Source: an optimization exercise on an open RTL-to-GDS flow (aim: small area). Production flows keep margins and buffers that such runs may drop.
Only simulation tests tie the RTL to the original design; equivalence was not proved.
Power is estimated from default activity; no workload was simulated.

**run.sh**
```bash
#!/bin/bash
# synth_recipe.tcl (not shown) runs the flow's synth.tcl, then flattens the netlist and writes it again
# the make line also repeats each setting of config.mk as NAME=value (left out here)
make -C /OpenROAD-flow-scripts/flow DESIGN_CONFIG=/design/flow/config.mk WORK_HOME=/design/flow/orfs CLKGATE_MAP_FILE= SYNTH_SCRIPT=/design/flow/synth_recipe.tcl finish
```
**config.mk**
```make
export PLATFORM = sky130hd
export DESIGN_NAME = twobit_26x18_mesh
export DESIGN_NICKNAME = twobit_26x18_mesh
export VERILOG_FILES = /design/flow/design.v
export SDC_FILE = /design/flow/constraint.sdc
export NUM_CORES = 4
export LEC_CHECK = 0
export CAP_MARGIN = 20
export CORE_AREA = 5 5 395 395
export DIE_AREA = 0 0 400 400
export SLEW_MARGIN = 20
```
**design.v**
```verilog
package mesh_pkg;
  localparam int ROWS   = 26;
  localparam int COLS   = 18;
  localparam int THRESH = 5;
  localparam int CELLS  = ROWS * COLS;
  function automatic int cell_index(input int r, input int c, input int cols);
    cell_index = r * cols + c;
  endfunction
  function automatic int west_of(input int k, input int cols);
    int r;
    int c;
    r = k / cols;
    c = k % cols;
    west_of = r * cols + ((c + cols - 1) % cols);
  endfunction
  function automatic int north_of(input int k, input int rows, input int cols);
    int r;
    int c;
    r = k / cols;
    c = k % cols;
    north_of = ((r + rows - 1) % rows) * cols + c;
  endfunction
endpackage
module mesh_cell #(
  parameter int THRESH = mesh_pkg::THRESH
) (
  input  logic       clk,
  input  logic       rst,
  input  logic [1:0] i_own,
  input  logic [1:0] i_west,
  input  logic [1:0] i_north,
  output logic       o_flag
);
  logic [3:0] w_sum;
  logic       r_flag;
  assign w_sum = 4'(i_own) + 4'(i_west) + 4'(i_north);
  always_ff @(posedge clk) begin
    if (rst) begin
      r_flag <= 1'b0;
    end else begin
      r_flag <= (w_sum >= 4'(THRESH));
    end
  end
  assign o_flag = r_flag;
endmodule
module twobit_26x18_mesh #(
  parameter int ROWS   = mesh_pkg::ROWS,
  parameter int COLS   = mesh_pkg::COLS,
  parameter int THRESH = mesh_pkg::THRESH
) (
  input  logic                       clk,
  input  logic                       rst,
  input  logic [2*ROWS*COLS-1:0]     inp,
  output logic [ROWS*COLS-1:0]       out
);
  localparam int NCELLS = ROWS * COLS;
  logic [NCELLS-1:0][1:0] r_in_q;
  logic [NCELLS-1:0]      w_flags;
  always_ff @(posedge clk) begin
    if (rst) begin
      r_in_q <= '0;
    end else begin
      r_in_q <= inp;
    end
  end
  genvar gi, gj;
  generate
    for (gi = 0; gi < ROWS; gi++) begin : g_row
      for (gj = 0; gj < COLS; gj++) begin : g_col
        localparam int K  = mesh_pkg::cell_index(gi, gj, COLS);
        localparam int KW = mesh_pkg::west_of(K, COLS);
        localparam int KN = mesh_pkg::north_of(K, ROWS, COLS);
        mesh_cell #(
          .THRESH (THRESH)
        ) u_cell (
          .clk     (clk),
          .rst     (rst),
          .i_own   (r_in_q[K]),
          .i_west  (r_in_q[KW]),
          .i_north (r_in_q[KN]),
          .o_flag  (w_flags[K])
        );
      end
    end
  endgenerate
  assign out = w_flags;
endmodule
```
**constraint.sdc**
```tcl
create_clock -name core_clock -period 4.0 [get_ports {clk}]
set_input_delay 0.8000 -clock core_clock [delete_from_list [all_inputs] [get_ports {clk}]]
set_output_delay 0.8000 -clock core_clock [all_outputs]
set_load 0.01 [all_outputs]
```
==> impl_metrics.env <==
export IMPL_outcome="finished clean"
export IMPL_synth_area_sq_um=93900
export IMPL_cp_startpoint="g_row[23].g_col[16].u_cell.r_flag$_SDFF_PP0_"
export IMPL_syn_to_final_growth_pct=19.6
export IMPL_final_setup_tns_ps=0
export IMPL_die_h_um=400
export IMPL_clock_root_buffer="clkbuf_16"
export IMPL_clk_latency_ps=780
export IMPL_switchingPower_mw=11.9
export IMPL_clk_pin_slew_worst_paths_ps=60
export IMPL_hpwl_um=266000
export IMPL_initial_core_util=0.620
export IMPL_layout_area_seq_sq_um=28100
export IMPL_path_cells="clkdlybuf4s50_1"
export IMPL_finalSetupViolCount=0
export IMPL_slew_violations=0
export IMPL_fin_area_sq_um=112000
export IMPL_vias_per_cell=5.41
export IMPL_hold_slack_ps=506
export IMPL_worstSetupPathType="register to output port"
export IMPL_routabilityCongestion=0.997
export IMPL_cp_slowest_stage_delay_ps=650
export IMPL_multi_input_area_sq_um=56200
export IMPL_die_area_sq_um=160000
export IMPL_drc=0
export IMPL_drive_above_1_share=0.0281
export IMPL_tightest_slew_ps=872
export IMPL_r2r_start="r_in_q[209]$_SDFF_PP0_"
export IMPL_rows=143
export IMPL_yosysTopAreaCell="dfxtp_1"
export IMPL_arrival_ps=2050
export IMPL_worstSetupEndpointType="output port"
export IMPL_fmax_mhz=351
export IMPL_path_max_fanout=1
export IMPL_synth_area_leaders="dfxtp_1, fa_1, ha_1"
export IMPL_yosysWarnings=2
export IMPL_fin_util=0.741
export IMPL_cts_hold_buffers=0
export IMPL_p_leak_nw=50.3
export IMPL_crit_buf_inv=1
export IMPL_period_needed_ps=2850
export IMPL_p_clk_frac=0.379
export IMPL_h_tree_depth=4
export IMPL_seq_power_share=0.391
export IMPL_power_density_nw_per_um2=362
export IMPL_cts_buffer_depth=3
export IMPL_startpoint_type="register"
export IMPL_cp_depth=1
export IMPL_syn_avg_cell_area_sq_um=10.4
export IMPL_hold_viol=0
export IMPL_intPower_mw=28.7
export IMPL_rsz0062_at_grt="no"
export IMPL_crit_required_ps=3200
export IMPL_post_cts_buffers=0
export IMPL_dp_cells=11900
export IMPL_grt_max_degree=137
export IMPL_reg2reg_depth=6
export IMPL_p_sw_frac=0.293
export IMPL_portBuffers=1405
export IMPL_initialDrtViolationCount=3849
export IMPL_grt_pass1_wl_um=448000
export IMPL_antenna_found_initial=168
export IMPL_finClkSkew_ps=22.0
export IMPL_vias=66400
export IMPL_cap_violations=0
export IMPL_irDropWorstVdd_uv=418
export IMPL_wl_per_cell_um=25.4
export IMPL_cts_buffers=159
export IMPL_stdcell_count=12300
export IMPL_holdPathStages=2
export IMPL_cp_slowest_cell="clkdlybuf4s50_1"
export IMPL_nets=13300
export IMPL_detailedRoute_firstPassIterationCount=6
export IMPL_clock_sinks=1404
export IMPL_cts_resized=0
export IMPL_synthCells=9038
export IMPL_min_path_type="primary input to register"
export IMPL_syn_nets=12300
export IMPL_coreArea_sq_um=152000
export IMPL_synth_top_area_frac=0.299
export IMPL_timing_slew_headroom=0.419
export IMPL_overflow=0
export IMPL_ys_seq_area_frac=0.299
export IMPL_die_w_um=400
export IMPL_final_antenna_net_count=0
export IMPL_combinationalPowerShare=0.230
export IMPL_ys_seq_elements=1404
export IMPL_synth_cell_types=20
export IMPL_grt_usage=0.385
export IMPL_place_area_sq_um=107000
export IMPL_fillers=10900
export IMPL_cts_tree="done"
export IMPL_hold_start="rst"
export IMPL_grt_pass1_vias=70200
export IMPL_final_cell_mix="inv_1, ha_1, dfxtp_1, clkdlybuf4s50_1"
export IMPL_fin_crit_sh=0.713
export IMPL_drt_wl_total_um=312000
export IMPL_crit_family="buffers and inverters"
export IMPL_ioPinCount=1406
-- final timing paths --
| kind | slack [ps] | end |
|---|---|---|
| worst max-delay path | 1150 | out[430] |
| worst min-delay path | 510 | r_in_q[769]$_SDFF_PP0_ |
| worst max register to register | 1550 | g_row[5].g_col[15].u_cell.r_flag$_SDFF_PP0_ |
| worst min register to register | 810 | g_row[5].g_col[10].u_cell.r_flag$_SDFF_PP0_ |
-- per-stage QoR --
stage          setup slack [ps]  total power [mW]
3_5_place_dp               1440              25.3
4_1_cts                    1090              40.7
6_report                   1150              40.6
5_1_grt                    1070              42.6
2_1_floorplan              2030              21.7
3_3_place_gp               1470              24.8
-- cell type report --
type | count | share of cell area
well taps | 2030 | 0.0226
multi-input cells | 5606 | 0.501
inverters | 1404 | 0.0469
repair buffers | 1437 | 0.128
diodes | 115 | 0.00256
clock inverters | 41 | 0.00543
clock buffers | 235 | 0.0431
flip-flops and latches | 1404 | 0.250
-- Yosys cell counts --
library cell,n
dfxtp_1,1404
xor2_1,454
fa_1,936
buf_6,7
a221oi_1,8
ha_1,1404
a221oi_2,2
a21o_1,4
nor2b_1,936
o22a_1,454
o21bai_1,14
inv_1,1404
a211oi_1,10
o211ai_1,4
nor2_1,908
a21oi_1,462
clkbuf_1,24
o21ai_0,10
buf_4,471
buf_2,122
-- metal layers --
metal / global-route usage / vias to the layer above / wire, um
met5: 0 / - / 162
met4: 0.295 / 24 / 28200
met3: 0.102 / 818 / 27400
met2: 0.610 / 2537 / 142000
met1: 0.447 / 32700 / 113000
li1: - / 30300 / -
-- power groups by stage --
stage	clock network (mW)	logic, mW	registers, mW
finish	15.4	9.32	15.9
global route	16.2	10.5	15.9
CTS	15.5	9.31	15.9
detailed placement	0	9.16	16.2
global placement	0	8.63	16.2
floorplan	0	6.09	15.6
-- logic make-up after synthesis --
logic type               Yosys count  share of synthesized area
AO/OA/AOI/OAI                    968                     0.0711
XOR/XNOR                         454                     0.0423
adder cells (fa/ha/maj)         2340                      0.387
buffers and inverters           2028                      0.102
flip-flops                      1404                      0.299
AND/OR/NAND/NOR                 1844                     0.0986
-- state kept, by name, summed over array words and instances, names as in the netlist --
register and count:
g_row.g_col.u_cell.r_flag 468, r_in_q 936

-- what the ideal ports hide --
The flow's constraints put no driver on any port. The routed layout listed below was extracted and timed again, unchanged, in two steps. Step 1, drivers: a clkbuf_16 drives clk and a buf_2 each remaining input, both assumed. Step 2 adds t to the input delays and takes it off the output delays; t is the mean of the earliest and latest rising clock arrival at the registers after step 1. Input paths then give back, and output paths get back, about the clock's delay inside the block. a / b / c = ideal ports / drivers / drivers and shift; a / b = the first two.
t (ns): 0.864
setup WS [ns]: 1.149 / 1.055 / 1.400
latest minus earliest clock arrival (ns): 0.024 / 0.024
After both steps setup and hold are still met in this run. For this run, drivers alone change the setup slack by -0.094 ns; drivers and shift together by +0.251 ns.
